Context: an optimization exercise on an open-source flow, tuned for small area, a short achievable clock period and few clock cycles per item. The choices shown serve that exercise and are no tape-out recipe. Only simulation tests tie the RTL to the original design; equivalence was not proved. Power and IR drop assume default switching activity.

--- flow/config.mk ---
export PLATFORM = sky130hd
export DESIGN_NAME = multi_slot_periodic_timer_table_core
export DESIGN_NICKNAME = multi_slot_periodic_timer_table_core
export VERILOG_FILES = /design/flow/design.v
export SDC_FILE = /design/flow/constraint.sdc
export NUM_CORES = 4
export LEC_CHECK = 0
export CAP_MARGIN = 20
export CORE_MARGIN = 2
export CORE_UTILIZATION = 60
export SETUP_SLACK_MARGIN = 4.8
export SLEW_MARGIN = 20
--- flow/run.sh ---
#!/bin/bash
# synth_recipe.tcl (not shown) runs the flow's synth.tcl, then flattens the netlist and writes it again
# the make line also repeats each setting of config.mk as NAME=value (left out here)
make -C /OpenROAD-flow-scripts/flow DESIGN_CONFIG=/design/flow/config.mk WORK_HOME=/design/flow/orfs CLKGATE_MAP_FILE= SYNTH_SCRIPT=/design/flow/synth_recipe.tcl finish
--- flow/constraint.sdc ---
create_clock -name core_clock -period 8.0 [get_ports {clk}]
set_input_delay 1.6000 -clock core_clock [delete_from_list [all_inputs] [get_ports {clk}]]
set_output_delay 1.6000 -clock core_clock [all_outputs]
set_load 0.01 [all_outputs]
--- flow/design.v ---
`timescale 1ns / 1ps
`default_nettype none
package mstt_pkg;
	localparam int SLOTS         = 16;
	localparam int INTERVAL_BITS = 24;
	localparam int IDX_W  = (SLOTS > 1) ? $clog2(SLOTS) : 1;
	localparam int IVL_W  = (INTERVAL_BITS < 24) ? INTERVAL_BITS : 24;
	localparam int ID_W   = 16;
	localparam int IN_IVL_W = 24;
	localparam int CNT_W  = 16;
	localparam int CTR_W  = 25;
	localparam int MODE_W = 2;
	localparam int ST_W   = 3;
	localparam logic [MODE_W-1:0] MODE_TICK   = 2'd0;
	localparam logic [MODE_W-1:0] MODE_SET    = 2'd1;
	localparam logic [MODE_W-1:0] MODE_DELETE = 2'd2;
	localparam logic [MODE_W-1:0] MODE_QUERY  = 2'd3;
	localparam logic [ST_W-1:0] ST_ADDED    = 3'd0;
	localparam logic [ST_W-1:0] ST_UPDATED  = 3'd1;
	localparam logic [ST_W-1:0] ST_NOTFOUND = 3'd2;
	localparam logic [ST_W-1:0] ST_FULL     = 3'd3;
	localparam logic [ST_W-1:0] ST_FIRED    = 3'd4;
	localparam logic [ST_W-1:0] ST_OK       = 3'd5;
	typedef struct packed {
		logic load;
		logic step;
		logic finish;
	} mstt_cmd_t;
	typedef struct packed {
		logic idx_last;
	} mstt_stat_t;
endpackage
`default_nettype wire
`timescale 1ns / 1ps
`default_nettype none
module multi_slot_periodic_timer_table_core (
	input  wire logic                           clk,
	input  wire logic                           arst_n,
	input  wire logic                           start,
	output logic                                busy,
	input  wire logic [mstt_pkg::MODE_W-1:0]    mode,
	input  wire logic [mstt_pkg::ID_W-1:0]      req_id,
	input  wire logic [mstt_pkg::IN_IVL_W-1:0]  interval,
	input  wire logic [mstt_pkg::CNT_W-1:0]     repeat_count,
	input  wire logic                           resident,
	input  wire logic                           immediate,
	output logic                                strobe,
	output logic [mstt_pkg::ST_W-1:0]           status,
	output logic [mstt_pkg::ID_W-1:0]           result_id,
	output logic signed [mstt_pkg::CTR_W-1:0]   ticks_left,
	output logic [mstt_pkg::CNT_W-1:0]          count_left,
	output logic                                last
);
	localparam int N  = mstt_pkg::SLOTS;
	localparam int IW = mstt_pkg::ID_W;
	localparam int VW = mstt_pkg::IVL_W;
	localparam int CW = mstt_pkg::CNT_W;
	function automatic logic [VW-1:0] add_fast(input logic [VW-1:0] a, input logic [VW-1:0] b,
			input logic ci);
		logic [VW-1:0] p, g, pp, gg, gn, pn;
		p  = a ^ b;
		g  = a & b;
		gg = {g[VW-1:1], g[0] | (p[0] & ci)};
		pp = p;
		for (int d = 1; d < VW; d = d * 2) begin
			gn = gg;
			pn = pp;
			for (int i = d; i < VW; i++) begin
				gn[i] = gg[i] | (pp[i] & gg[i-d]);
				pn[i] = pp[i] & pp[i-d];
			end
			gg = gn;
			pp = pn;
		end
		add_fast = p ^ {gg[VW-2:0], ci};
	endfunction
	logic [N-1:0]   valid_q;
	logic [IW-1:0]  id_q  [N];
	logic [VW-1:0]  ivl_q [N];
	logic [VW-1:0]  dl_q  [N];
	logic [CW-1:0]  cnt_q [N];
	logic [N-1:0]   res_q;
	logic [N-1:0]   imm_q;
	logic [N-1:0]   le1_q;      
	logic [N-1:0]   due_q;      
	logic [VW-1:0]  t_q, nt_q;
	logic [N-1:0]   rl_q;
	logic           rl_fire_q;
	logic [VW-1:0]  fix_ivl_q;
	logic [CW-1:0]  fix_cnt_q;
	logic           fix_cz_q, fix_c1_q, fix_c2_q;    
	logic                           s1_v_q;
	logic                           s1_tick_q, s1_set_q, s1_del_q, s1_qry_q;
	logic [IW-1:0]                  s1_id_q;
	logic [VW-1:0]                  s1_ivl_q;
	logic [CW-1:0]                  s1_cnt_q;
	logic                           s1_res_q;
	logic                           s1_imm_q;
	logic [N-1:0]                   match_q;    
	logic                           found_q;
	logic                           rem_nz_q;
	logic [N-1:0]                   rem_q;
	logic                           busy_q;
	logic [N-1:0]  wr, valid_d, match_d;
	logic          s1_v_d, rem_nz_d;
	assign busy   = busy_q;
	assign s1_v_d = busy_q ? s1_v_q : start;
	always_ff @(posedge clk or negedge arst_n) begin
		if (!arst_n) begin
			s1_v_q <= 1'b0;
			busy_q <= 1'b0;
		end else begin
			s1_v_q <= s1_v_d;
			busy_q <= s1_v_d & rem_nz_d;
		end
	end
	always_comb begin
		for (int s = 0; s < N; s++)
			match_d[s] = valid_d[s] & (wr[s] ? (req_id == s1_id_q) : (req_id == id_q[s]));
	end
	always_ff @(posedge clk) begin
		if (!busy_q) begin
			s1_tick_q <= start & (mode == mstt_pkg::MODE_TICK);
			s1_set_q  <= start & (mode == mstt_pkg::MODE_SET);
			s1_del_q  <= start & (mode == mstt_pkg::MODE_DELETE);
			s1_qry_q  <= start & (mode == mstt_pkg::MODE_QUERY);
			s1_id_q   <= req_id;
			s1_ivl_q  <= interval[VW-1:0];
			s1_cnt_q  <= repeat_count;
			s1_res_q  <= resident;
			s1_imm_q  <= immediate;
			match_q <= match_d;
			found_q <= |match_d;
		end
	end
	logic go, is_tick, is_set, is_del, is_qry, tick_go;
	assign go      = s1_v_q & ~rem_nz_q;
	assign is_tick = s1_tick_q;
	assign is_set  = s1_set_q;
	assign is_del  = s1_del_q;
	assign is_qry  = s1_qry_q;
	assign tick_go = go & is_tick;
	logic [VW-1:0] dl_fix, nt_d;
	logic [CW-1:0] cnt_fix;
	logic          fix_z, fix_1, fix_due;
	assign dl_fix  = add_fast(t_q, fix_ivl_q, 1'b0);
	assign cnt_fix = (rl_fire_q && fix_cnt_q != '0) ? fix_cnt_q - CW'(1) : fix_cnt_q;
	assign fix_z   = rl_fire_q ? (fix_cz_q | fix_c1_q) : fix_cz_q;
	assign fix_1   = rl_fire_q ? fix_c2_q : fix_c1_q;
	assign fix_due = tick_go ? (fix_ivl_q == VW'(2)) : (fix_ivl_q == VW'(1));
	logic [VW-1:0] nt_inc;
	assign nt_inc  = nt_q + VW'(1);
	assign nt_d    = tick_go ? nt_inc : nt_q;
	logic [N-1:0] match, fire, free1;
	logic [N-1:0] cnt_z, cnt_1, cnt_2;
	logic [N-1:0] valid_lo;    
	logic         full;
	always_comb begin
		valid_lo[0] = 1'b1;
		for (int s = 1; s < N; s++)
			valid_lo[s] = valid_lo[s-1] & valid_q[s-1];
	end
	for (genvar s = 0; s < N; s++) begin : g_slot
		logic cz, c1, kill, hi0;
		assign match[s] = match_q[s];
		assign free1[s] = ~valid_q[s] & valid_lo[s];
		assign fire[s]  = valid_q[s] & (imm_q[s] | le1_q[s] | (~rl_q[s] & due_q[s]));
		assign wr[s]    = go & is_set & (found_q ? match[s] : free1[s]);
		assign hi0      = (cnt_q[s][CW-1:2] == '0);
		assign cnt_z[s] = hi0 & (cnt_q[s][1:0] == 2'd0);
		assign cnt_1[s] = hi0 & (cnt_q[s][1:0] == 2'd1);
		assign cnt_2[s] = hi0 & (cnt_q[s][1:0] == 2'd2);
		assign cz       = rl_q[s] ? fix_z : cnt_z[s];
		assign c1       = rl_q[s] ? fix_1 : cnt_1[s];
		assign kill     = ~res_q[s] & (cz | (fire[s] & c1));
		assign valid_d[s] = wr[s] | (valid_q[s] & ~(go & is_del & match[s]) & ~(tick_go & kill));
		always_ff @(posedge clk or negedge arst_n) begin
			if (!arst_n)
				valid_q[s] <= 1'b0;
			else
				valid_q[s] <= valid_d[s];
		end
		always_ff @(posedge clk) begin
			if (wr[s]) begin
				id_q[s]  <= s1_id_q;
				ivl_q[s] <= s1_ivl_q;
				res_q[s] <= s1_res_q;
				imm_q[s] <= s1_imm_q;
				le1_q[s] <= (s1_ivl_q[VW-1:1] == '0);
			end else if (tick_go) begin
				imm_q[s] <= 1'b0;
			end
			if (rl_q[s]) begin
				dl_q[s]  <= dl_fix;
				cnt_q[s] <= cnt_fix;
			end
			due_q[s] <= rl_q[s] ? fix_due : (dl_q[s] == nt_d);
		end
	end
	assign full  = &valid_q;
	logic [N-1:0]  fv, fv_first, fv_rest, fv_lo;
	logic          emit, hit_pend;
	logic [IW-1:0] fv_id;
	logic [VW-1:0] fv_ivl, q_dl;
	logic [CW-1:0] m_cnt;
	logic [N-1:0]  m_sel;
	logic          m_z, m_1, m_2;
	assign fv   = rem_nz_q ? rem_q : (tick_go ? fire : '0);
	assign emit = |fv;
	assign m_sel = fv_first | (match & {N{go & is_qry}});
	always_comb begin
		fv_lo[0] = 1'b0;
		for (int s = 1; s < N; s++)
			fv_lo[s] = fv_lo[s-1] | fv[s-1];
		fv_first = fv & ~fv_lo;
		fv_rest  = fv & fv_lo;
		fv_id  = '0;
		fv_ivl = '0;
		m_cnt  = '0;
		m_z    = 1'b0;
		m_1    = 1'b0;
		m_2    = 1'b0;
		q_dl   = '0;
		for (int s = 0; s < N; s++) begin
			fv_id  = fv_id  | (id_q[s]  & {IW{fv_first[s]}});
			fv_ivl = fv_ivl | (ivl_q[s] & {VW{fv_first[s]}});
			m_cnt  = m_cnt  | (cnt_q[s] & {CW{m_sel[s]}});
			m_z    = m_z | (cnt_z[s] & m_sel[s]);
			m_1    = m_1 | (cnt_1[s] & m_sel[s]);
			m_2    = m_2 | (cnt_2[s] & m_sel[s]);
			q_dl   = q_dl   | (dl_q[s]  & {VW{match[s]}});
		end
	end
	assign rem_nz_d = |fv_rest;
	assign hit_pend = |(match & rl_q);
	always_ff @(posedge clk or negedge arst_n) begin
		if (!arst_n) begin
			t_q       <= '0;
			nt_q      <= VW'(1);
			rl_q      <= '0;
			rl_fire_q <= 1'b0;
			rem_nz_q  <= 1'b0;
			strobe_q  <= 1'b0;
		end else begin
			if (tick_go) begin
				t_q  <= nt_q;
				nt_q <= nt_d;
			end
			rl_q      <= emit ? fv_first : wr;
			rl_fire_q <= emit;
			rem_nz_q  <= rem_nz_d;
			strobe_q  <= rem_nz_q | go;
		end
	end
	always_ff @(posedge clk) begin
		fix_ivl_q <= emit ? fv_ivl : s1_ivl_q;
		if (!emit) begin
			fix_cnt_q <= s1_cnt_q;
			fix_cz_q  <= (s1_cnt_q == '0);
			fix_c1_q  <= (s1_cnt_q == CW'(1));
			fix_c2_q  <= (s1_cnt_q == CW'(2));
		end else if (|(fv_first & rl_q)) begin
			fix_cnt_q <= cnt_fix;
			fix_cz_q  <= (cnt_fix == '0);
			fix_c1_q  <= (cnt_fix == CW'(1));
			fix_c2_q  <= (cnt_fix == CW'(2));
		end else begin
			fix_cnt_q <= m_cnt;
			fix_cz_q  <= m_z;
			fix_c1_q  <= m_1;
			fix_c2_q  <= m_2;
		end
		rem_q     <= fv_rest;
	end
	logic                          strobe_q;
	logic [mstt_pkg::ST_W-1:0]     status_q;
	logic [IW-1:0]                 result_id_q;
	logic [VW-1:0]                 ticks_q;
	logic [CW-1:0]                 count_q;
	logic                          last_q;
	logic                          tsub_q;     
	logic                          strobe_b_q;
	logic [mstt_pkg::ST_W-1:0]     status_b_q;
	logic [IW-1:0]                 result_id_b_q;
	logic [VW-1:0]                 ticks_b_q;
	logic [CW-1:0]                 count_b_q;
	logic                          last_b_q;
	always_ff @(posedge clk or negedge arst_n) begin
		if (!arst_n)
			strobe_b_q <= 1'b0;
		else
			strobe_b_q <= strobe_q;
	end
	always_ff @(posedge clk) begin
		status_b_q    <= status_q;
		result_id_b_q <= result_id_q;
		ticks_b_q     <= tsub_q ? add_fast(ticks_q, ~t_q, 1'b1) : ticks_q;
		count_b_q     <= count_q;
		last_b_q      <= last_q;
	end
	always_ff @(posedge clk) begin
		ticks_q     <= '0;
		tsub_q      <= 1'b0;
		count_q     <= '0;
		last_q      <= 1'b1;
		if (rem_nz_q | ~(is_set | is_del | is_qry)) begin
			if (emit) begin
				status_q    <= mstt_pkg::ST_FIRED;
				result_id_q <= fv_id;
				last_q      <= ~rem_nz_d;
			end else begin
				status_q    <= mstt_pkg::ST_OK;
				result_id_q <= '0;
			end
		end else begin
			result_id_q <= s1_id_q;
			if (is_set) begin
				status_q <= found_q ? mstt_pkg::ST_UPDATED :
				            full  ? mstt_pkg::ST_FULL : mstt_pkg::ST_ADDED;
			end else begin
				status_q <= found_q ? mstt_pkg::ST_OK : mstt_pkg::ST_NOTFOUND;
				if (is_qry & found_q) begin
					ticks_q <= hit_pend ? fix_ivl_q : q_dl;
					tsub_q  <= ~hit_pend;
					count_q <= hit_pend ? cnt_fix : m_cnt;
				end
			end
		end
	end
	assign strobe     = strobe_b_q;
	assign status     = status_b_q;
	assign result_id  = result_id_b_q;
	assign ticks_left = {1'b0, ticks_b_q};
	assign count_left = count_b_q;
	assign last       = last_b_q;
endmodule
`default_nettype wire
==> results of run 1 <==
[what timing repair did]
action                                  4_1_cts  5_1_grt
setup buffers                               147      267
pin swaps                                   118      228
gates resized for setup                     514      342
gates cloned                                 23       21
hold buffers                                  0        0
endpoints found under the setup margin      447      370
[state kept, by name (all words and copies together) (netlist names), 24 cells and up]
name,count
dl_q,384
ivl_q,384
cnt_q,256
id_q,256
fix_ivl_q,24
nt_q,24
s1_ivl_q,24
t_q,24
ticks_b_q,24
ticks_q,24
[worst max path at each step]
| stage | startpoint | to | slack [ns] | cells after the start |
|---|---|---|---|---|
| global placement | req_id[10] | found_q | 3.40 | 10 |
| finish | nt_q[4] | due_q[3] | 4.49 | 12 |
| CTS | t_q[0] | dl_q[14][22] | 4.60 | 14 |
| floorplan | rem_nz_q | found_q | 4.71 | 8 |
| detailed placement | rem_nz_q | fix_cnt_q[1] | 3.31 | 12 |
| global route | fix_ivl_q[0] | dl_q[8][22] | 4.52 | 14 |
[power by group]
group / switching, uW / total (uW) / internal (uW)
Clock: 3490 / 8020 / 4530
Combinational: 2580 / 4090 / 1500
Sequential: 565 / 11000 / 10500
[kinds of logic (layout without fill, tap and decap cells)]
logic type                 after synthesis  after routing  synth area share (%)
AOI/OAI and AO/OA                     1095           1100                  11.9
adders and majority gates               51             51                 0.906
and+or+nand+nor                       1243           1248                  8.87
buffers and inverters                  381           1163                  2.05
DFF                                   1688           1688                  67.0
xor gates and xnor gates               729            732                  8.94
other                                    1              6               0.00520
muxes                                   20             20                 0.312
[layout make-up]
cell class,count,area [sq um]
antenna,5,12.5
clock buffer,241,4800
clock inverter,81,778
fill,7635,29800
inverter,107,417
multi-input combinational,3152,25700
sequential,1688,48400
tap,1612,2020
timing repair buffer,734,7580
[worst max-delay path, cell delays in order, from the launching register on]
cell and delay, ns:
sky130_fd_sc_hd__dfrtp_1 0.58, sky130_fd_sc_hd__nand4b_1 0.19, sky130_fd_sc_hd__buf_6 0.19, sky130_fd_sc_hd__buf_6 0.13, sky130_fd_sc_hd__nor3_4 0.18, sky130_fd_sc_hd__buf_6 0.16
sky130_fd_sc_hd__xnor2_4 0.18, sky130_fd_sc_hd__buf_12 0.18, sky130_fd_sc_hd__xor2_1 0.17, sky130_fd_sc_hd__nand4_1 0.36, sky130_fd_sc_hd__nor4_4 0.42, sky130_fd_sc_hd__nand4_1 0.32
sky130_fd_sc_hd__o22ai_2 0.32
[cells in the final DEF (no fill, tap or decap), types with 25 or more instances in the layout]
| master | count |
|---|---|
| sky130_fd_sc_hd__a21o_1 | 28 |
| sky130_fd_sc_hd__a21oi_1 | 71 |
| sky130_fd_sc_hd__a21oi_2 | 25 |
| sky130_fd_sc_hd__a221o_1 | 62 |
| sky130_fd_sc_hd__a221oi_1 | 59 |
| sky130_fd_sc_hd__a221oi_2 | 45 |
| sky130_fd_sc_hd__a222oi_1 | 119 |
| sky130_fd_sc_hd__a22o_1 | 48 |
| sky130_fd_sc_hd__a22oi_1 | 196 |
| sky130_fd_sc_hd__buf_12 | 63 |
| sky130_fd_sc_hd__buf_4 | 433 |
| sky130_fd_sc_hd__buf_6 | 68 |
| sky130_fd_sc_hd__clkbuf_1 | 48 |
| sky130_fd_sc_hd__clkbuf_16 | 193 |
| sky130_fd_sc_hd__clkdlybuf4s50_1 | 49 |
| sky130_fd_sc_hd__clkinv_2 | 25 |
| sky130_fd_sc_hd__dfrtp_1 | 62 |
| sky130_fd_sc_hd__dfxtp_1 | 183 |
| sky130_fd_sc_hd__dlygate4sd2_1 | 62 |
| sky130_fd_sc_hd__edfxtp_1 | 1407 |
| sky130_fd_sc_hd__ha_1 | 44 |
| sky130_fd_sc_hd__inv_1 | 90 |
| sky130_fd_sc_hd__nand2_1 | 298 |
| sky130_fd_sc_hd__nand3_1 | 115 |
| sky130_fd_sc_hd__nand4_1 | 161 |
| sky130_fd_sc_hd__nor2_1 | 172 |
| sky130_fd_sc_hd__nor3_1 | 71 |
| sky130_fd_sc_hd__nor3_2 | 25 |
| sky130_fd_sc_hd__nor4_1 | 99 |
| sky130_fd_sc_hd__nor4_2 | 52 |
| sky130_fd_sc_hd__nor4_4 | 31 |
| sky130_fd_sc_hd__o211ai_1 | 33 |
| sky130_fd_sc_hd__o21a_1 | 31 |
| sky130_fd_sc_hd__o21ai_0 | 81 |
| sky130_fd_sc_hd__o22a_1 | 33 |
| sky130_fd_sc_hd__o22ai_1 | 35 |
| sky130_fd_sc_hd__xnor2_1 | 238 |
| sky130_fd_sc_hd__xor2_1 | 445 |
[metal layers]
metal	global-route usage, %	vias up	part of all wire (%)
met5	0.314	-	0.057
met4	21.9	24	6.8
met3	10.6	925	14
met2	60.1	4567	43
met1	58.6	26500	36
li1	-	21700	-
[per-stage QoR]
| step | hold WS, ns | power (uW) | util [%] |
|---|---|---|---|
| after floorplan | 0.310 | 12700 | - |
| after global placement | 0.312 | 14300 | 63.7 |
| after detailed placement | 0.312 | 14300 | 63.7 |
| after CTS | 0.327 | 22600 | 71.5 |
| after global routing | 0.327 | 23600 | 75.1 |
| final | 0.326 | 23100 | 75.1 |
==> reports/summary.json, run 1 <==
{
  "post_synth_inst_count": {"value": 5208},
  "antenna_violating_nets_post_route": {"value": 0},
  "yosys_most_used_dff": {"value": "sky130_fd_sc_hd__edfxtp_1"},
  "synth-edff-count": {"value": 1407},
  "fin_cells": {"value": 7620},
  "timing.max_cap.violations": {"value": 0},
  "totalWireLength": {"value": 268, "unit": "mm"},
  "yosys_warnings": {"value": 5},
  "critPathMaxFanout": {"value": 7},
  "cts.htree.levels": {"value": 4},
  "max-clock-path-buffers": {"value": 3},
  "avgRoutedWirePerCell": {"value": 35.2, "unit": "um"},
  "maximum_clock_rate": {"value": 285, "unit": "MHz"},
  "synthesis.area": {"value": 72100, "unit": "sq um"},
  "route.vias.total": {"value": 53800},
  "flow.area_growth_from_synthesis": {"value": 24.5, "unit": "%"},
  "postLayoutCellArea": {"value": 89700, "unit": "sq um"},
  "final_max_slew_viol_count": {"value": 0},
  "vias_in_the_first_global_route": {"value": 49300},
  "final_layout_size_suffix_gt1_share": {"value": 23.6, "unit": "%"},
  "end_kind": {"value": "register"},
  "routed_vias_inst": {"value": 7.05},
  "clock-root-buffer": {"value": "sky130_fd_sc_hd__clkbuf_16"},
  "buffer_ports.inserted": {"value": 124},
  "synthArstFlopShare": {"value": 5.09, "unit": "%"},
  "nets": {"value": 5968},
  "whs_endpoint": {"value": "count_b_q[9]"},
  "grt_setup_unrepaired": {"value": "true"},
  "dr.first_iter.drc_count": {"value": 9417},
  "ir_worst_vdd": {"value": 0.214, "unit": "mV"},
  "worst_ep_required_time": {"value": 8.73, "unit": "ns"},
  "syn_avg_cell_area": {"value": 13.8, "unit": "sq um"},
  "initial_antenna_violation_count": {"value": 21},
  "cts_tree": {"value": "built"},
  "finalCriticalPeriod": {"value": 3.51, "unit": "ns"},
  "num_io_pins": {"value": 126},
  "final_setup_violation_count": {"value": 0},
  "initial_core_util": {"value": 60.3, "unit": "%"},
  "core_region_area": {"value": 119000, "unit": "sq um"},
  "worst_skew_pair.late_latency": {"value": 0.85, "unit": "ns"},
  "start_kind": {"value": "register"},
  "setup-tns-final": {"value": 0, "unit": "ns"},
  "timing.hold.worst.start": {"value": "count_q[9]"},
  "worstPathArrival": {"value": 4.23, "unit": "ns"},
  "outcome": {"value": "finished clean"},
  "numCtsBuffers": {"value": 171},
  "synth.top_cells.by_count": {"value": "1407 x sky130_fd_sc_hd__edfxtp_1, 464 x sky130_fd_sc_hd__xor2_1, 313 x sky130_fd_sc_hd__nand2_1, 257 x sky130_fd_sc_hd__xnor2_1, 218 x sky130_fd_sc_hd__clkbuf_1"},
  "synth_largest_type_area_fraction": {"value": 58.6, "unit": "%"},
  "synth_seq_cells": {"value": 1688},
  "worstHoldPathCells": {"value": 0},
  "dpl.hpwl": {"value": 159, "unit": "mm"},
  "leakage_power": {"value": 0.0315, "unit": "uW"},
  "crit-reg2reg-capture": {"value": "due_q[3]"},
  "drcViolationCount": {"value": 0},
  "detailed_place.area": {"value": 76100, "unit": "sq um"},
  "groute.usage.overall": {"value": 41.7, "unit": "%"},
  "path_clk_slew": {"value": 0.06, "unit": "ns"},
  "numClockSinks": {"value": 1688},
  "regToRegStartpoint": {"value": "nt_q[4]"},
  "floorplan.die.width": {"value": 351, "unit": "um"},
  "grt_first_pass_wirelength": {"value": 362, "unit": "mm"},
  "hold_class": {"value": "reg -> reg"},
  "fp.dieArea": {"value": 123000, "unit": "sq um"},
  "synth_sequential_area_ratio": {"value": 67.0, "unit": "%"},
  "worst_slew_pin_slew": {"value": 1.18, "unit": "ns"},
  "core.rowCount": {"value": 127},
  "synth.net_count": {"value": 5322},
  "synth_most_common_cell": {"value": "sky130_fd_sc_hd__edfxtp_1"},
  "grt_max_degree": {"value": 50},
  "post-route-worst-setup-slack": {"value": 4.49, "unit": "ns"},
  "gr-total-overflow": {"value": 0},
  "cellPowerDensity": {"value": 258, "unit": "nW/um^2"},
  "ff2ff_setup_slack": {"value": 4.49, "unit": "ns"},
  "placed_cells": {"value": 6835},
  "ys_types": {"value": 99},
  "hold_violations": {"value": 0},
  "worstSetupPathType": {"value": "reg -> reg"},
  "synth_top_area_cell": {"value": "sky130_fd_sc_hd__edfxtp_1"},
  "place_congestion": {"value": 1.00},
  "cells_taking_the_most_area_after_synthesis": {"value": "sky130_fd_sc_hd__edfxtp_1 59%, sky130_fd_sc_hd__xor2_1 5.6%, sky130_fd_sc_hd__dfxtp_1 5.4%"},
  "post-route-period-util": {"value": 43.8, "unit": "%"},
  "ff2ff_path_depth": {"value": 12},
  "slew_headroom": {"value": 20.8, "unit": "%"},
  "die_h": {"value": 351, "unit": "um"},
  "skew": {"value": 0.0451, "unit": "ns"},
  "dp_slack": {"value": 3.31, "unit": "ns"},
  "drt_pre_antenna_iters": {"value": 9}
}
Testbench counts, summed over its fixed seeds: cycles 6,423, items 3,200.
==> run 2, diff against run 1 <==
--- a/flow/config.mk
+++ b/flow/config.mk
@@ -9,3 +9,5 @@
 export CORE_MARGIN = 2
-export CORE_UTILIZATION = 60
+export CORE_UTILIZATION = 55
+export CTS_CLUSTER_DIAMETER = 100
+export CTS_CLUSTER_SIZE = 20
 export SETUP_SLACK_MARGIN = 4.8
==> run 2 against run 1 <==
Net effect: still clean on timing, DRC and antenna; cell count is 1.7% lower; wire length is 1.0% higher; worst hold slack better by 0.0051 ns; global-route usage down 3.1 points; setup slack got worse by 0.12 ns; flip-flop and latch count unchanged; non-clock buffer count shrank 119; critical path type unchanged; largest cell class unchanged; largest power group unchanged.
==> reports/summary.json, run 2 <==
{
  "skew": {"value": 0.0468, "unit": "ns"},
  "route.vias.total": {"value": 52200},
  "cellPowerDensity": {"value": 237, "unit": "nW/um^2"},
  "worstSetupPathType": {"value": "reg -> reg"},
  "max-clock-path-buffers": {"value": 3},
  "final.fill_count": {"value": 9575},
  "end_kind": {"value": "register"},
  "numClockSinks": {"value": 1688},
  "grt_first_pass_wirelength": {"value": 369, "unit": "mm"},
  "flow.area_growth_from_synthesis": {"value": 19.2, "unit": "%"},
  "routed_vias_inst": {"value": 6.97},
  "final_layout_size_suffix_gt1_share": {"value": 19.7, "unit": "%"},
  "core_region_area": {"value": 130000, "unit": "sq um"},
  "switching_power": {"value": 6100, "unit": "uW"},
  "drt_pre_antenna_iters": {"value": 10},
  "dp_slack": {"value": 3.33, "unit": "ns"},
  "groute.usage.overall": {"value": 38.5, "unit": "%"},
  "cts_tree": {"value": "built"},
  "syn_avg_cell_area": {"value": 13.8, "unit": "sq um"},
  "outcome": {"value": "finished clean"},
  "synth_top_area_cell": {"value": "sky130_fd_sc_hd__edfxtp_1"},
  "clock-root-buffer": {"value": "sky130_fd_sc_hd__clkbuf_16"},
  "detailed_place.area": {"value": 76300, "unit": "sq um"},
  "numCtsBuffers": {"value": 94},
  "post_synth_inst_count": {"value": 5208},
  "synth_most_common_cell": {"value": "sky130_fd_sc_hd__edfxtp_1"},
  "avgRoutedWirePerCell": {"value": 36.2, "unit": "um"},
  "dr.first_iter.drc_count": {"value": 9248},
  "leakage_power": {"value": 0.0293, "unit": "uW"},
  "drcViolationCount": {"value": 0},
  "seq_area": {"value": 48400, "unit": "sq um"},
  "yosys_warnings": {"value": 5},
  "hold_class": {"value": "reg -> reg"},
  "initial_core_util": {"value": 55.5, "unit": "%"},
  "synth.net_count": {"value": 5322},
  "ys_types": {"value": 99},
  "synthArstFlopShare": {"value": 5.09, "unit": "%"},
  "synth_seq_cells": {"value": 1688},
  "grt_setup_unrepaired": {"value": "true"},
  "die_h": {"value": 366, "unit": "um"},
  "worstPathArrival": {"value": 4.26, "unit": "ns"},
  "post-route-period-util": {"value": 45.3, "unit": "%"},
  "final_setup_violation_count": {"value": 0},
  "synthesis.area": {"value": 72100, "unit": "sq um"},
  "setup-tns-final": {"value": 0, "unit": "ns"},
  "post-route-worst-setup-slack": {"value": 4.38, "unit": "ns"},
  "most_frequent_standard_cell_in_the_layout_excluding_fill_and_tap_cells": {"value": "sky130_fd_sc_hd__edfxtp_1"},
  "critPathMaxFanout": {"value": 8},
  "worst_ep_required_time": {"value": 8.63, "unit": "ns"},
  "most-common-layout-cells": {"value": "1407 x sky130_fd_sc_hd__edfxtp_1, 440 x sky130_fd_sc_hd__xor2_1, 323 x sky130_fd_sc_hd__buf_4"},
  "core.rowCount": {"value": 132},
  "worst_slew_pin_slew": {"value": 1.19, "unit": "ns"},
  "timing.max_cap.violations": {"value": 0},
  "synth_sequential_area_ratio": {"value": 67.0, "unit": "%"},
  "cells_taking_the_most_area_after_synthesis": {"value": "sky130_fd_sc_hd__edfxtp_1 59%, sky130_fd_sc_hd__xor2_1 5.6%, sky130_fd_sc_hd__dfxtp_1 5.4%"},
  "antenna_violating_nets_post_route": {"value": 0},
  "p_int": {"value": 14300, "unit": "uW"},
  "path_clk_slew": {"value": 0.09, "unit": "ns"},
  "seqPwrFrac": {"value": 53.7, "unit": "%"},
  "finalCriticalPeriod": {"value": 3.62, "unit": "ns"},
  "slew_headroom": {"value": 19.8, "unit": "%"},
  "final_max_slew_viol_count": {"value": 0},
  "comb_power_share": {"value": 20.5, "unit": "%"},
  "gr-total-overflow": {"value": 0},
  "cts.htree.levels": {"value": 3},
  "p_sw_share": {"value": 30.0, "unit": "%"},
  "vias_in_the_first_global_route": {"value": 48600},
  "grt_max_degree": {"value": 61},
  "initial_antenna_violation_count": {"value": 12},
  "postLayoutCellArea": {"value": 85900, "unit": "sq um"},
  "largestRegisters": {"value": "dl_q: 384 flops, ivl_q: 384 flops"},
  "totalWireLength": {"value": 271, "unit": "mm"},
  "hold_violations": {"value": 0},
  "ir_worst_vdd": {"value": 0.232, "unit": "mV"},
  "worst_skew_pair.late_latency": {"value": 0.78, "unit": "ns"},
  "dpl.hpwl": {"value": 166, "unit": "mm"},
  "num_io_pins": {"value": 126},
  "fp.dieArea": {"value": 134000, "unit": "sq um"},
  "floorplan.die.width": {"value": 366, "unit": "um"},
  "synth.top_cells.by_count": {"value": "1407 x sky130_fd_sc_hd__edfxtp_1, 464 x sky130_fd_sc_hd__xor2_1, 313 x sky130_fd_sc_hd__nand2_1, 257 x sky130_fd_sc_hd__xnor2_1, 218 x sky130_fd_sc_hd__clkbuf_1"},
  "place_congestion": {"value": 0.998},
  "multi_input_gate_area": {"value": 25800, "unit": "sq um"},
  "buffer_ports.inserted": {"value": 124},
  "maximum_clock_rate": {"value": 276, "unit": "MHz"},
  "start_kind": {"value": "register"},
  "synth_largest_type_area_fraction": {"value": 58.6, "unit": "%"},
  "clock_power_share": {"value": 25.8, "unit": "%"},
  "synth-edff-count": {"value": 1407},
  "nets": {"value": 5773},
  "yosys_most_used_dff": {"value": "sky130_fd_sc_hd__edfxtp_1"}
}
## run 2: timing repair
item | 4_1_cts | 5_1_grt
setup buffers | 160 | 124
setup endpoints to repair | 456 | 283
hold buffers | 0 | 0
gates cloned | 20 | 20
resized for setup | 483 | 297
pin swaps | 132 | 210
## run 2: kinds of logic after synthesis
family / Yosys count / synth area share, %
XOR/XNOR: 729 / 8.94
AO/OA/AOI/OAI: 1095 / 11.9
other: 1 / 0.00520
flip-flops: 1688 / 67.0
multiplexers: 20 / 0.312
adder cells (fa/ha/maj): 51 / 0.906
AND/OR/NAND/NOR: 1243 / 8.87
buffers and inverters: 381 / 2.05
## run 2: path summary, 6_finish.rpt
kind	slack, ns	start	depth (start not counted)	end
worst max-delay path	4.38	rem_nz_q	11	fix_cz_q
max in group asynchronous	5.77	arst_n	2	rl_q[10]
worst min register to register	0.33	count_q[8]	0	count_b_q[8]
min in group asynchronous	0.93	arst_n	1	t_q[14]
worst min-delay path	0.33	count_q[8]	0	count_b_q[8]
worst max register to register	4.38	rem_nz_q	11	fix_cz_q
## run 2: metal layers
| metal | vias up | GRT usage [%] | part of all wire [%] |
|---|---|---|---|
| li1 | 21300 | - | - |
| met1 | 26200 | 55.3 | 39 |
| met2 | 3931 | 56.2 | 43 |
| met3 | 766 | 9.64 | 13 |
| met4 | 14 | 16.2 | 5.6 |
| met5 | - | 0 | 0.032 |
## run 2: cell type report
class,instances,area share [%]
Antenna cell,5,0.0146
Inverter,107,0.486
Timing Repair Buffer,615,7.32
Tap cell,1742,2.54
Sequential cell,1688,56.3
Clock buffer,169,3.09
Clock inverter,8,0.223
Multi-Input combinational cell,3153,30.0
## run 2: worst max-delay path: stages (launching register included)
cell,delay (ns)
sky130_fd_sc_hd__dfrtp_2,0.43
sky130_fd_sc_hd__buf_12,0.14
sky130_fd_sc_hd__and3b_2,0.24
sky130_fd_sc_hd__buf_12,0.15
sky130_fd_sc_hd__buf_4,0.19
sky130_fd_sc_hd__nand2_1,0.40
sky130_fd_sc_hd__nor4_1,0.10
sky130_fd_sc_hd__a2111oi_0,0.60
sky130_fd_sc_hd__nand4_1,0.16
sky130_fd_sc_hd__a211oi_1,0.56
sky130_fd_sc_hd__a41oi_2,0.20
sky130_fd_sc_hd__a211o_1,0.29
## run 2: power by group through the flow
stage / combinational [uW] / clock (uW) / sequential [uW]
floorplan: 1790 / 0 / 10900
global placement: 3160 / 0 / 11100
detailed placement: 3200 / 0 / 11100
CTS: 3690 / 5270 / 10900
global route: 4330 / 5580 / 11000
finish: 4170 / 5250 / 10900
## run 2: per-stage QoR
step	total power, uW	hold slack [ns]	util, %	cells
after floorplan	12700	0.310	-	5208
after global placement	14300	0.311	58.8	6977
after detailed placement	14300	0.312	58.8	6980
after CTS	19900	0.333	63.9	7337
after global routing	20900	0.337	66.2	7483
final	20400	0.331	66.2	7487
==> run 3, diff against run 2 <==
--- a/flow/design.v
+++ b/flow/design.v
@@ -85,3 +85,3 @@
 	logic [N-1:0]   due_q;      
-	logic [VW-1:0]  t_q, nt_q;
+	logic [VW-1:0]  t_q;
 	logic [N-1:0]   rl_q;
@@ -150,5 +150,6 @@
 	assign fix_due = tick_go ? (fix_ivl_q == VW'(2)) : (fix_ivl_q == VW'(1));
-	logic [VW-1:0] nt_inc;
-	assign nt_inc  = nt_q + VW'(1);
-	assign nt_d    = tick_go ? nt_inc : nt_q;
+	logic [VW-1:0] t_p1, t_p2;
+	assign t_p1    = t_q + VW'(1);
+	assign t_p2    = t_q + VW'(2);
+	assign nt_d    = tick_go ? t_p2 : t_p1;
 	logic [N-1:0] match, fire, free1;
@@ -224,3 +225,3 @@
 		for (int s = 0; s < N; s++) begin
-			fv_id  = fv_id  | (id_q[s]  & {IW{fv_first[s]}});
+			fv_id  = fv_id  | (id_q[s]  & {IW{rl_q[s]}});
 			fv_ivl = fv_ivl | (ivl_q[s] & {VW{fv_first[s]}});
@@ -238,3 +239,2 @@
 			t_q       <= '0;
-			nt_q      <= VW'(1);
 			rl_q      <= '0;
@@ -245,4 +245,3 @@
 			if (tick_go) begin
-				t_q  <= nt_q;
-				nt_q <= nt_d;
+				t_q  <= t_p1;
 			end
@@ -295,3 +294,3 @@
 		status_b_q    <= status_q;
-		result_id_b_q <= result_id_q;
+		result_id_b_q <= rl_fire_q ? fv_id : result_id_q;
 		ticks_b_q     <= tsub_q ? add_fast(ticks_q, ~t_q, 1'b1) : ticks_q;
@@ -308,3 +307,3 @@
 				status_q    <= mstt_pkg::ST_FIRED;
-				result_id_q <= fv_id;
+				result_id_q <= '0;
 				last_q      <= ~rem_nz_d;
--- a/flow/config.mk
+++ b/flow/config.mk
@@ -10,4 +10,2 @@
 export CORE_UTILIZATION = 55
-export CTS_CLUSTER_DIAMETER = 100
-export CTS_CLUSTER_SIZE = 20
 export SETUP_SLACK_MARGIN = 4.8
==> run 3 against run 2 <==
Net effect: still clean on timing, DRC and antenna; sequential power is essentially flat; clock skew grew 0.010 ns; total power grew 15%; non-clock buffer count grew 82; critical path type unchanged.
==> reports/summary.json, run 3 <==
{
  "hold_class": {"value": "reg -> reg"},
  "timing.critical_path.max_delay_family": {"value": "simple AND/OR/NAND/NOR gates"},
  "yosys_most_used_dff": {"value": "sky130_fd_sc_hd__edfxtp_1"},
  "core.rowCount": {"value": 132},
  "core_region_area": {"value": 130000, "unit": "sq um"},
  "path_clk_slew": {"value": 0.06, "unit": "ns"},
  "synth_top_area_cell": {"value": "sky130_fd_sc_hd__edfxtp_1"},
  "buffer_ports.inserted": {"value": 124},
  "worst_ep_required_time": {"value": 8.63, "unit": "ns"},
  "setup-tns-final": {"value": 0, "unit": "ns"},
  "syn_avg_cell_area": {"value": 13.8, "unit": "sq um"},
  "flow.area_growth_from_synthesis": {"value": 25.2, "unit": "%"},
  "totalWireLength": {"value": 269, "unit": "mm"},
  "ff2ff_path_depth": {"value": 11},
  "worstHoldPathCells": {"value": 0},
  "final_setup_violation_count": {"value": 0},
  "cells_taking_the_most_area_after_synthesis": {"value": "sky130_fd_sc_hd__edfxtp_1 59%, sky130_fd_sc_hd__dfxtp_1 5.4%, sky130_fd_sc_hd__xor2_1 5.3%"},
  "end_kind": {"value": "register"},
  "antenna_violating_nets_post_route": {"value": 0},
  "timing.critical_path.mode_cell": {"value": "sky130_fd_sc_hd__buf_12"},
  "initial_core_util": {"value": 55.5, "unit": "%"},
  "outcome": {"value": "finished clean"},
  "crit_slowest_cell": {"value": "sky130_fd_sc_hd__o41ai_4"},
  "synthesis.area": {"value": 71900, "unit": "sq um"},
  "synth_seq_cells": {"value": 1664},
  "ff2ff_setup_slack": {"value": 4.32, "unit": "ns"},
  "cts.htree.levels": {"value": 4},
  "cp_slowest_stage_delay": {"value": 0.60, "unit": "ns"},
  "start_kind": {"value": "register"},
  "worst_skew_pair.late_latency": {"value": 0.84, "unit": "ns"},
  "ir_worst_vdd": {"value": 0.203, "unit": "mV"},
  "cts_tree": {"value": "built"},
  "worst-path-buf-inv": {"value": 3},
  "worstPathArrival": {"value": 4.30, "unit": "ns"},
  "fp.dieArea": {"value": 134000, "unit": "sq um"},
  "numClockSinks": {"value": 1664},
  "drcViolationCount": {"value": 0},
  "grt_setup_unrepaired": {"value": "true"},
  "critPathMaxFanout": {"value": 16},
  "post_synth_inst_count": {"value": 5205},
  "crit-reg2reg-capture": {"value": "due_q[9]"},
  "whs_endpoint": {"value": "status_b_q[0]"},
  "worst_slew_pin_slew": {"value": 1.17, "unit": "ns"},
  "dr.first_iter.drc_count": {"value": 7650},
  "worstSetupPathType": {"value": "reg -> reg"},
  "ys_types": {"value": 94},
  "drt_pre_antenna_iters": {"value": 9},
  "timing.hold.worst.start": {"value": "status_q[0]"},
  "final.fill_count": {"value": 9030},
  "synth_largest_type_area_fraction": {"value": 58.8, "unit": "%"},
  "nets": {"value": 5926},
  "holdWs": {"value": 0.325, "unit": "ns"},
  "slew_headroom": {"value": 21.3, "unit": "%"},
  "max-clock-path-buffers": {"value": 3},
  "cellPowerDensity": {"value": 261, "unit": "nW/um^2"},
  "grt_max_degree": {"value": 60},
  "largestRegisters": {"value": "dl_q: 384 flops, ivl_q: 384 flops"},
  "regToRegStartpoint": {"value": "rem_nz_q"},
  "worstPathCellList": {"value": "buf_12, and3b_4, buf_12, o2111ai_4, nor2_1, xnor2_2, buf_8, xnor2_1, nor4_2, nand4_1, o41ai_4"},
  "final_layout_size_suffix_gt1_share": {"value": 23.3, "unit": "%"},
  "final_max_slew_viol_count": {"value": 0},
  "route.vias.total": {"value": 52900},
  "maximum_clock_rate": {"value": 272, "unit": "MHz"},
  "post-route-period-util": {"value": 45.9, "unit": "%"},
  "synth.top_cells.by_count": {"value": "1407 x sky130_fd_sc_hd__edfxtp_1, 436 x sky130_fd_sc_hd__xor2_1, 309 x sky130_fd_sc_hd__a22oi_1, 294 x sky130_fd_sc_hd__xnor2_1, 271 x sky130_fd_sc_hd__nor2_1"},
  "gr-total-overflow": {"value": 0},
  "most-common-layout-cells": {"value": "1407 x sky130_fd_sc_hd__edfxtp_1, 420 x sky130_fd_sc_hd__xor2_1, 381 x sky130_fd_sc_hd__buf_4"},
  "initial_antenna_violation_count": {"value": 14},
  "groute.usage.overall": {"value": 38.6, "unit": "%"},
  "place_congestion": {"value": 1.02},
  "synth-edff-count": {"value": 1407},
  "synth_most_common_cell": {"value": "sky130_fd_sc_hd__edfxtp_1"},
  "synth.net_count": {"value": 5320},
  "dpl.hpwl": {"value": 157, "unit": "mm"},
  "synth_sequential_area_ratio": {"value": 66.3, "unit": "%"},
  "clock-root-buffer": {"value": "sky130_fd_sc_hd__clkbuf_16"},
  "num_io_pins": {"value": 126},
  "skew": {"value": 0.0567, "unit": "ns"},
  "leakage_power": {"value": 0.0306, "unit": "uW"},
  "grt_first_pass_wirelength": {"value": 365, "unit": "mm"},
  "die_h": {"value": 366, "unit": "um"},
  "hold_buffers": {"value": 0},
  "finalCriticalPeriod": {"value": 3.68, "unit": "ns"},
  "numCtsBuffers": {"value": 172},
  "routed_vias_inst": {"value": 6.86},
  "timing.max_cap.violations": {"value": 0},
  "avgRoutedWirePerCell": {"value": 34.9, "unit": "um"},
  "yosys_warnings": {"value": 5},
  "synthArstFlopShare": {"value": 3.73, "unit": "%"},
  "vias_in_the_first_global_route": {"value": 49900},
  "cp_depth": {"value": 11},
  "most_frequent_standard_cell_in_the_layout_excluding_fill_and_tap_cells": {"value": "sky130_fd_sc_hd__edfxtp_1"},
  "hold_violations": {"value": 0},
  "floorplan.die.width": {"value": 366, "unit": "um"}
}
## run 3: changes by cell type after synthesis, sizes merged, moves of 28 or more
cell    delta
a22oi    +107
a221oi    +30
a222oi    -77
a22o      +54
nor2      +78
xnor2     +40
nand2     -93
nand3     -29
nor4      +35
xor2      -28
a211oi    +37
nor3      -36
a221o     -42
o22a      -32
## run 3: cells by family after synthesis
kind of cell,after synthesis,share of synthesized area [%]
XOR/XNOR,741,9.14
flip-flops,1664,66.3
multiplexers,21,0.367
AO/OA/AOI/OAI,1149,12.3
adder cells (fa/ha/maj),52,0.926
other,1,0.00521
AND/OR/NAND/NOR,1220,8.91
buffers and inverters,357,2.00
## run 3: repair_timing
action | in CTS | in global routing
gates cloned | 18 | 25
setup buffers | 253 | 129
endpoints found under the setup margin | 686 | 269
gates resized for setup | 592 | 304
pin swaps | 148 | 142
## run 3: through the flow
| stage | std cells | cell area [sq um] | total power, uW | setup WS [ns] | utilization (%) |
|---|---|---|---|---|---|
| finish | 7706 | 90000 | 23500 | 4.32 | 69.4 |
| CTS | 7550 | 87000 | 23000 | 4.47 | 67.1 |
| floorplan | 5205 | 72200 | 12600 | 4.58 | - |
| detailed placement | 6954 | 75900 | 14200 | 2.77 | 58.6 |
| global route | 7704 | 90000 | 24100 | 4.34 | 69.4 |
| global placement | 6954 | 75900 | 14100 | 2.90 | 58.6 |
## run 3: worst max path at each step
stage                     startpoint       endpoint  slack (ns)
after floorplan           valid_q[0]        found_q        4.58
after global placement      rem_nz_q  fix_cnt_q[14]        2.90
after detailed placement    rem_nz_q  fix_cnt_q[10]        2.77
after CTS                   rem_nz_q       due_q[9]        4.47
after global routing        rem_nz_q       due_q[9]        4.34
final                       rem_nz_q       due_q[9]        4.32
## run 3: routing by layer
metal / track usage [%] / routed length [um] / share of wire (%) / vias to the layer above
met1: 52.7 / 101000 / 38 / 26400
met2: 57.1 / 116000 / 43 / 3808
met4: 21.7 / 19200 / 7.1 / 16
met5: 0 / 98 / 0.036 / -
li1: - / - / - / 21700
met3: 8.86 / 32200 / 12 / 892
## run 3: power breakdown
group          total (uW)  leakage (uW)  switching [uW]  internal [uW]
Clock                8420       0.00291            3570           4860
Combinational        4230        0.0125            2680           1540
Sequential          10800        0.0152             505          10300
Total               23500        0.0306            6760          16700
## run 3: cell type report
cell class | instances | area (sq um) | area share [%]
diodes | 2 | 5.00 | 0.00556
clock buffers | 226 | 4710 | 5.23
clock inverters | 99 | 1270 | 1.41
inverters | 86 | 358 | 0.397
multi-input cells | 3190 | 26300 | 29.2
flip-flops and latches | 1664 | 47800 | 53.1
well taps | 1742 | 2180 | 2.42
repair buffers | 697 | 7430 | 8.26
Testbench counts of run 3, summed over its fixed seeds: cycles 6,423, items 3,200.
==> run 4, diff against run 3 <==
--- a/flow/config.mk
+++ b/flow/config.mk
@@ -10,2 +10,4 @@
 export CORE_UTILIZATION = 55
+export CTS_CLUSTER_DIAMETER = 100
+export CTS_CLUSTER_SIZE = 20
 export SETUP_SLACK_MARGIN = 4.8
==> run 4 against run 3 <==
Net effect: count of clock-buffer cells in the layout fell by 60; wire length fell by 1.9%; setup slack improved by 0.12 ns; still clean on timing, DRC and antenna; cell count fell by 2.1%; first-iteration DRC count rose by 4.5%; critical endpoint is now due_q[1].
==> reports/summary.json, run 4 <==
{
  "path_clk_slew": {"value": 0.09, "unit": "ns"},
  "synth_largest_type_area_fraction": {"value": 58.8, "unit": "%"},
  "gr-total-overflow": {"value": 0},
  "maximum_clock_rate": {"value": 281, "unit": "MHz"},
  "ff2ff_path_depth": {"value": 12},
  "post_synth_inst_count": {"value": 5205},
  "grt_setup_unrepaired": {"value": "true"},
  "max-clock-path-buffers": {"value": 3},
  "crit-reg2reg-capture": {"value": "due_q[1]"},
  "setup-tns-final": {"value": 0, "unit": "ns"},
  "synth_top_area_cell": {"value": "sky130_fd_sc_hd__edfxtp_1"},
  "cts_tree": {"value": "built"},
  "synth_most_common_cell": {"value": "sky130_fd_sc_hd__edfxtp_1"},
  "cp-startpoint": {"value": "rem_nz_q"},
  "clock-root-buffer": {"value": "sky130_fd_sc_hd__clkbuf_16"},
  "grt_first_pass_wirelength": {"value": 360, "unit": "mm"},
  "synth-edff-count": {"value": 1407},
  "hold_class": {"value": "reg -> reg"},
  "cells_taking_the_most_area_after_synthesis": {"value": "sky130_fd_sc_hd__edfxtp_1 59%, sky130_fd_sc_hd__dfxtp_1 5.4%, sky130_fd_sc_hd__xor2_1 5.3%"},
  "avgRoutedWirePerCell": {"value": 35.0, "unit": "um"},
  "totalWireLength": {"value": 264, "unit": "mm"},
  "antenna_violating_nets_post_route": {"value": 0},
  "slew_headroom": {"value": 26.4, "unit": "%"},
  "final_core_util": {"value": 66.9, "unit": "%"},
  "synthesis.area": {"value": 71900, "unit": "sq um"},
  "multiplexer_fraction_of_the_synthesized_cell_area": {"value": 0.367, "unit": "%"},
  "worst_slew_pin_slew": {"value": 1.10, "unit": "ns"},
  "synthesized_area_fraction_occupied_by_adder_cells": {"value": 0.926, "unit": "%"},
  "final.fill_count": {"value": 9394},
  "compound_gate_portion_of_the_synthesized_area": {"value": 12.3, "unit": "%"},
  "synth.top_cells.by_count": {"value": "1407 x sky130_fd_sc_hd__edfxtp_1, 436 x sky130_fd_sc_hd__xor2_1, 309 x sky130_fd_sc_hd__a22oi_1, 294 x sky130_fd_sc_hd__xnor2_1, 271 x sky130_fd_sc_hd__nor2_1"},
  "route.vias.total": {"value": 51900},
  "num_io_pins": {"value": 126},
  "final_setup_violation_count": {"value": 0},
  "seq_area": {"value": 47800, "unit": "sq um"},
  "numClockSinks": {"value": 1664},
  "leakage_power": {"value": 0.0289, "unit": "uW"},
  "drcViolationCount": {"value": 0},
  "numCtsBuffers": {"value": 94},
  "synthXorXnorAreaFrac": {"value": 9.14, "unit": "%"},
  "grt_use_met2": {"value": 56.7, "unit": "%"},
  "synth_top_family_by_area": {"value": "compound AO/OA/AOI/OAI gates"},
  "gr-usage-met3": {"value": 7.54, "unit": "%"},
  "outcome": {"value": "finished clean"},
  "holdWs": {"value": 0.333, "unit": "ns"},
  "floorplan.die.width": {"value": 366, "unit": "um"},
  "final_max_slew_viol_count": {"value": 0},
  "start_kind": {"value": "register"},
  "worst_skew_pair.late_latency": {"value": 0.78, "unit": "ns"},
  "finalCriticalPeriod": {"value": 3.56, "unit": "ns"},
  "synthArstFlopShare": {"value": 3.73, "unit": "%"},
  "synth_sequential_area_ratio": {"value": 66.3, "unit": "%"},
  "regToRegStartpoint": {"value": "rem_nz_q"},
  "dpl.hpwl": {"value": 157, "unit": "mm"},
  "hold_violations": {"value": 0},
  "placed_cells": {"value": 6954},
  "fin_cells": {"value": 7544},
  "final_layout_size_suffix_gt1_share": {"value": 21.2, "unit": "%"},
  "nets": {"value": 5834},
  "synth.net_count": {"value": 5320},
  "most-common-layout-cells": {"value": "1407 x sky130_fd_sc_hd__edfxtp_1, 422 x sky130_fd_sc_hd__xor2_1, 370 x sky130_fd_sc_hd__buf_4"},
  "worstSetupPathType": {"value": "reg -> reg"},
  "groute.usage.overall": {"value": 38.0, "unit": "%"},
  "die_h": {"value": 366, "unit": "um"},
  "ys_types": {"value": 94},
  "grt-busiest-layer": {"value": "met2"},
  "largestRegisters": {"value": "dl_q: 384 flops, ivl_q: 384 flops"},
  "routed_vias_inst": {"value": 6.88},
  "ff2ff_setup_slack": {"value": 4.44, "unit": "ns"},
  "end_kind": {"value": "register"},
  "worst_ep_required_time": {"value": 8.61, "unit": "ns"},
  "most_frequent_standard_cell_in_the_layout_excluding_fill_and_tap_cells": {"value": "sky130_fd_sc_hd__edfxtp_1"},
  "drt_pre_antenna_iters": {"value": 8},
  "yosys_warnings": {"value": 5},
  "syn_avg_cell_area": {"value": 13.8, "unit": "sq um"},
  "simple_gate_portion_of_the_synthesized_area": {"value": 8.91, "unit": "%"},
  "core_region_area": {"value": 130000, "unit": "sq um"},
  "critPathMaxFanout": {"value": 16},
  "initial_core_util": {"value": 55.5, "unit": "%"},
  "timing.max_cap.violations": {"value": 0},
  "buffer_ports.inserted": {"value": 124},
  "place_congestion": {"value": 1.02},
  "grt.met1_usage": {"value": 53.0, "unit": "%"},
  "post-route-period-util": {"value": 44.5, "unit": "%"},
  "dr.first_iter.drc_count": {"value": 7998},
  "core.rowCount": {"value": 132},
  "vias_in_the_first_global_route": {"value": 48500},
  "flow.area_growth_from_synthesis": {"value": 20.7, "unit": "%"},
  "yosys_most_used_dff": {"value": "sky130_fd_sc_hd__edfxtp_1"},
  "initial_antenna_violation_count": {"value": 14},
  "grt_max_degree": {"value": 60},
  "synth_seq_cells": {"value": 1664},
  "fp.dieArea": {"value": 134000, "unit": "sq um"},
  "multi_input_gate_area": {"value": 26400, "unit": "sq um"},
  "ir_worst_vdd": {"value": 0.240, "unit": "mV"},
  "worstPathArrival": {"value": 4.17, "unit": "ns"},
  "skew": {"value": 0.0523, "unit": "ns"},
  "cts.htree.levels": {"value": 3},
  "cellPowerDensity": {"value": 234, "unit": "nW/um^2"},
  "cp-endpoint": {"value": "due_q[1]"}
}
==> run 4: worst max-delay path, stage by stage, from the launching register on <==
cell,delay (ns)
sky130_fd_sc_hd__dfrtp_2,0.44
sky130_fd_sc_hd__buf_12,0.13
sky130_fd_sc_hd__and3b_2,0.35
sky130_fd_sc_hd__buf_12,0.17
sky130_fd_sc_hd__o2111ai_4,0.15
sky130_fd_sc_hd__buf_4,0.21
sky130_fd_sc_hd__nor2_1,0.17
sky130_fd_sc_hd__xnor2_2,0.15
sky130_fd_sc_hd__buf_12,0.21
sky130_fd_sc_hd__xnor2_1,0.11
sky130_fd_sc_hd__nor4_2,0.46
sky130_fd_sc_hd__nand4_1,0.31
sky130_fd_sc_hd__o41ai_4,0.53
==> run 4: worst min-delay path by stage <==
| stage | end | slack (ns) | depth (start not counted) | startpoint |
|---|---|---|---|---|
| after floorplan | count_b_q[0] | 0.31 | 0 | count_q[0] |
| after global placement | count_b_q[6] | 0.31 | 0 | count_q[6] |
| after detailed placement | count_b_q[11] | 0.31 | 0 | count_q[11] |
| after CTS | count_b_q[11] | 0.33 | 0 | count_q[11] |
| after global routing | count_b_q[15] | 0.34 | 0 | count_q[15] |
| final | count_b_q[11] | 0.33 | 0 | count_q[11] |
==> run 4: cell type report <==
type                            count  share of cell area, %
Antenna cell                        2                0.00577
Clock buffer                      166                   3.05
Clock inverter                     11                  0.241
Inverter                           86                  0.395
Multi-Input combinational cell   3192                   30.4
Sequential cell                  1664                   55.1
Tap cell                         1742                   2.51
Timing Repair Buffer              680                   8.33
Timing Repair inverter              1                0.00865
==> run 4: cell families after synthesis <==
family                   Yosys count
flip-flops                      1664
AND/OR/NAND/NOR                 1220
other                              1
AO/OA/AOI/OAI                   1149
adder cells (fa/ha/maj)           52
multiplexers                      21
XOR/XNOR                         741
buffers and inverters            357
==> run 4: repair_timing <==
item	in CTS	in global routing
setup endpoints to repair	658	250
gates resized for setup	558	369
cloned	21	16
pin swaps	108	218
hold buffers	0	0
setup buffers	233	141
==> run 4: routing by layer <==
metal  share of wire (%)  wire length [um]  vias up
met5               0.023                60        -
met4                 7.0             18500       10
met3                  11             30000      782
met2                  43            114000     3655
met1                  38            101000    26000
li1                    -                 -    21500
==> run 4: stage by stage <==
| stage | area (sq um) | setup slack, ns | power, uW |
|---|---|---|---|
| after floorplan | 72200 | 4.58 | 12600 |
| after global placement | 75900 | 2.90 | 14100 |
| final | 86800 | 4.44 | 20300 |
| after global routing | 86800 | 4.40 | 20800 |
| after detailed placement | 75900 | 2.77 | 14200 |
| after CTS | 83600 | 4.53 | 19800 |
==> run 4: report_power, final <==
part / total, uW / switching (uW) / internal [uW] / leakage, uW
logic: 4240 / 2670 / 1570 / 0.0124
registers: 10800 / 488 / 10300 / 0.0152
clock network: 5240 / 2940 / 2300 / 0.00135
==> run 5, diff against run 4 <==
--- a/flow/config.mk
+++ b/flow/config.mk
@@ -14 +14,2 @@
 export SLEW_MARGIN = 20
+export TNS_END_PERCENT = 25
==> run 5 against run 4 <==
Net effect: still clean; wire length is 0.78% lower; die area did not move; clock power decreased by 1%; flip-flop and latch count is the same; sequential power about the same; maximum frequency decreased by 1.2%; utilization shrank 1.3 points; first-iteration DRC count increased by 0.89%; highest routed layer unchanged.
==> reports/summary.json, run 5 <==
{
  "buffer_ports.inserted": {"value": 124},
  "clock-root-buffer": {"value": "sky130_fd_sc_hd__clkbuf_16"},
  "regToRegStartpoint": {"value": "rem_nz_q"},
  "initial_antenna_violation_count": {"value": 5},
  "worstHoldPathCells": {"value": 0},
  "synth_seq_cells": {"value": 1664},
  "cp_slowest_stage_delay": {"value": 0.45, "unit": "ns"},
  "multi_input_gate_area": {"value": 25400, "unit": "sq um"},
  "max-clock-path-buffers": {"value": 3},
  "critPathMaxFanout": {"value": 9},
  "hold_buffers": {"value": 0},
  "nets": {"value": 5734},
  "timing.max_cap.violations": {"value": 0},
  "syn_avg_cell_area": {"value": 13.8, "unit": "sq um"},
  "simple_gate_portion_of_the_synthesized_area": {"value": 8.91, "unit": "%"},
  "fin_cells": {"value": 7447},
  "synth_top_family_by_area": {"value": "compound AO/OA/AOI/OAI gates"},
  "synth_top_area_cell": {"value": "sky130_fd_sc_hd__edfxtp_1"},
  "synth-edff-count": {"value": 1407},
  "multiplexer_fraction_of_the_synthesized_cell_area": {"value": 0.367, "unit": "%"},
  "antenna_violating_nets_post_route": {"value": 0},
  "start_kind": {"value": "register"},
  "gr-total-overflow": {"value": 0},
  "route.vias.total": {"value": 51400},
  "path_clk_slew": {"value": 0.09, "unit": "ns"},
  "cts_tree": {"value": "built"},
  "worst_slew_pin_slew": {"value": 1.11, "unit": "ns"},
  "totalWireLength": {"value": 262, "unit": "mm"},
  "drt_pre_antenna_iters": {"value": 6},
  "compound_gate_portion_of_the_synthesized_area": {"value": 12.3, "unit": "%"},
  "flow.area_growth_from_synthesis": {"value": 18.3, "unit": "%"},
  "hold_violations": {"value": 0},
  "grt_first_pass_wirelength": {"value": 356, "unit": "mm"},
  "timing.hold.worst.start": {"value": "count_q[4]"},
  "end_kind": {"value": "register"},
  "die_h": {"value": 366, "unit": "um"},
  "ys_types": {"value": 94},
  "synth_most_common_cell": {"value": "sky130_fd_sc_hd__edfxtp_1"},
  "fp.dieArea": {"value": 134000, "unit": "sq um"},
  "leakage_power": {"value": 0.0280, "unit": "uW"},
  "core_region_area": {"value": 130000, "unit": "sq um"},
  "hold_class": {"value": "reg -> reg"},
  "synthXorXnorAreaFrac": {"value": 9.14, "unit": "%"},
  "largestRegisters": {"value": "dl_q: 384 flops, ivl_q: 384 flops"},
  "crit_slowest_cell": {"value": "sky130_fd_sc_hd__or4_1"},
  "outcome": {"value": "finished clean"},
  "ir_worst_vdd": {"value": 0.223, "unit": "mV"},
  "avgRoutedWirePerCell": {"value": 35.1, "unit": "um"},
  "ff2ff_setup_slack": {"value": 4.40, "unit": "ns"},
  "clock_power_share": {"value": 25.9, "unit": "%"},
  "placed_cells": {"value": 6965},
  "holdWs": {"value": 0.331, "unit": "ns"},
  "timing.critical_path.mode_cell": {"value": "sky130_fd_sc_hd__buf_8"},
  "finalCriticalPeriod": {"value": 3.60, "unit": "ns"},
  "num_io_pins": {"value": 126},
  "routed_vias_inst": {"value": 6.90},
  "vias_in_the_first_global_route": {"value": 48300},
  "core.rowCount": {"value": 132},
  "worst_skew_pair.late_latency": {"value": 0.78, "unit": "ns"},
  "seq_area": {"value": 47800, "unit": "sq um"},
  "numCtsBuffers": {"value": 93},
  "slew_headroom": {"value": 25.8, "unit": "%"},
  "dpl.hpwl": {"value": 156, "unit": "mm"},
  "final.fill_count": {"value": 9463},
  "whs_endpoint": {"value": "count_b_q[4]"},
  "synth.top_cells.by_count": {"value": "1407 x sky130_fd_sc_hd__edfxtp_1, 436 x sky130_fd_sc_hd__xor2_1, 309 x sky130_fd_sc_hd__a22oi_1, 294 x sky130_fd_sc_hd__xnor2_1, 271 x sky130_fd_sc_hd__nor2_1"},
  "synth.net_count": {"value": 5320},
  "synthesis.area": {"value": 71900, "unit": "sq um"},
  "groute.usage.overall": {"value": 37.6, "unit": "%"},
  "p_sw_share": {"value": 29.8, "unit": "%"},
  "skew": {"value": 0.0430, "unit": "ns"},
  "synthesized_area_fraction_occupied_by_adder_cells": {"value": 0.926, "unit": "%"},
  "comb_power_share": {"value": 20.0, "unit": "%"},
  "synthArstFlopShare": {"value": 3.73, "unit": "%"},
  "cts.htree.levels": {"value": 3},
  "cellPowerDensity": {"value": 235, "unit": "nW/um^2"},
  "final_setup_violation_count": {"value": 0},
  "seqPwrFrac": {"value": 54.1, "unit": "%"},
  "yosys_most_used_dff": {"value": "sky130_fd_sc_hd__edfxtp_1"},
  "initial_core_util": {"value": 55.5, "unit": "%"},
  "most-common-layout-cells": {"value": "1407 x sky130_fd_sc_hd__edfxtp_1, 423 x sky130_fd_sc_hd__xor2_1, 302 x sky130_fd_sc_hd__buf_4"},
  "floorplan.die.width": {"value": 366, "unit": "um"},
  "final_max_slew_viol_count": {"value": 0},
  "grt_max_degree": {"value": 53},
  "setup-tns-final": {"value": 0, "unit": "ns"},
  "p_int": {"value": 14000, "unit": "uW"},
  "worstSetupPathType": {"value": "reg -> reg"},
  "dr.first_iter.drc_count": {"value": 8069},
  "synth_largest_type_area_fraction": {"value": 58.8, "unit": "%"},
  "synth_sequential_area_ratio": {"value": 66.3, "unit": "%"},
  "crit-reg2reg-capture": {"value": "fix_c1_q"},
  "cells_taking_the_most_area_after_synthesis": {"value": "sky130_fd_sc_hd__edfxtp_1 59%, sky130_fd_sc_hd__dfxtp_1 5.4%, sky130_fd_sc_hd__xor2_1 5.3%"},
  "switching_power": {"value": 5950, "unit": "uW"},
  "numClockSinks": {"value": 1664},
  "maximum_clock_rate": {"value": 278, "unit": "MHz"},
  "worstPathArrival": {"value": 4.25, "unit": "ns"},
  "place_congestion": {"value": 0.956},
  "post-route-period-util": {"value": 45.0, "unit": "%"},
  "most_frequent_standard_cell_in_the_layout_excluding_fill_and_tap_cells": {"value": "sky130_fd_sc_hd__edfxtp_1"},
  "worst_ep_required_time": {"value": 8.65, "unit": "ns"},
  "grt_setup_unrepaired": {"value": "true"},
  "worstPathCellList": {"value": "nand3b_1, buf_12, buf_4, buf_8, buf_12, buf_8, a31oi_4, or4_4, buf_8, nor4_4, buf_4, buf_2, a32oi_1, nand4_1, or4_1, a21o_1"},
  "yosys_warnings": {"value": 5},
  "final_layout_size_suffix_gt1_share": {"value": 17.8, "unit": "%"},
  "ff2ff_path_depth": {"value": 16},
  "post_synth_inst_count": {"value": 5205},
  "drcViolationCount": {"value": 0}
}
run 5: cell counts after synthesis:
No cell type changed its count.
run 5: critical path, delay by kind of cell, from the launching register on:
family          cells  cell delay (ns)
buf+inv             8             1.27
flops               1             0.44
simple gates        5             1.08
compound gates      3             0.67
run 5: logic make-up after synthesis:
group           after synthesis
flops                      1664
simple gates               1220
compound gates             1149
xor+xnor                    741
buf+inv                     357
fa+ha+maj                    52
mux                          21
other cells                   1
run 5: what timing repair did:
action	CTS	global route
setup endpoints to repair	597	327
cloned	19	16
pin swaps	108	112
buffers inserted	181	85
gates resized for setup	457	211
run 5: power by group through the flow:
stage | clock network (uW) | registers, uW | logic, uW
after floorplan | 0 | 10800 | 1840
after global placement | 0 | 11000 | 3090
after detailed placement | 0 | 11000 | 3130
after CTS | 5200 | 10800 | 3660
after global routing | 5500 | 10800 | 4180
final | 5170 | 10800 | 4000
run 5: cell type report:
class	count	share of cell area [%]
flip-flops and latches	1664	56.2
multi-input cells	3189	29.9
repair buffers	585	7.65
clock buffers	164	3.05
well taps	1742	2.56
inverters	86	0.409
clock inverters	10	0.238
diodes	7	0.0206
run 5: stage by stage:
step	area (sq um)	util [%]	total power [uW]	setup WS, ns
2_1_floorplan	72100	-	12600	4.58
3_3_place_gp	75900	58.6	14100	2.90
3_5_place_dp	75900	58.6	14100	2.84
4_1_cts	82900	63.9	19600	4.49
5_1_grt	85000	65.6	20500	4.40
6_report	85100	65.6	20000	4.40
run 5: how the worst max path moves through the flow:
stage                from       end  slack [ns]  cells past startpoint
5_1_grt          rem_nz_q  fix_c1_q        4.40                     16
2_1_floorplan  valid_q[0]   found_q        4.58                      9
3_3_place_gp   req_id[12]   found_q        2.90                      7
4_1_cts          rem_nz_q  due_q[5]        4.49                     12
6_report         rem_nz_q  fix_c1_q        4.40                     16
3_5_place_dp      rl_q[1]  fix_c1_q        2.84                     10
run 5: metal layers:
metal / wire length, um / global-route usage, % / vias up
li1: - / - / 21300
met1: 100000 / 51.7 / 25800
met2: 116000 / 56.6 / 3542
met3: 28500 / 7.89 / 756
met4: 17100 / 19.7 / 4
met5: 29 / 0 / -

-- static timing again, ports no longer ideal --
In the flow no input, the clock included, has a driving cell. The finished layouts below were timed again as built, in two steps.
Step 1, drivers: a clkbuf_16 drives clk and a buf_2 each remaining input, both assumed.
Step 2 adds t to the input delays and takes it off the output delays; t is the mean of the earliest and latest rising clock arrival at the registers after step 1. Input paths then give back, and output paths get back, about the clock's delay inside the block.
Three values: no drivers, after step 1, after step 2; two values: the first two.
run	t, ns	setup slack, ns	hold slack, ns	worst setup path after step 2	worst data-port slew with drivers (ns)
run 1	0.905	4.494 / 4.494 / 3.917	0.326 / 0.326 / 0.326	input to register	0.09
run 2	0.841	4.376 / 4.376 / 3.931	0.331 / 0.331 / 0.331	input to register	0.04
run 3	0.891	4.324 / 4.324 / 3.962	0.325 / 0.325 / 0.325	input to register	0.08
run 4	0.835	4.443 / 4.443 / 4.018	0.333 / 0.333 / 0.333	input to register	0.08
run 5	0.834	4.402 / 4.402 / 3.963	0.331 / 0.331 / 0.331	input to register	0.03
After both steps setup and hold are still met in every run listed. For run 1, which loses most, drivers alone change the setup slack by 0.000 ns; drivers and shift together by -0.577 ns.
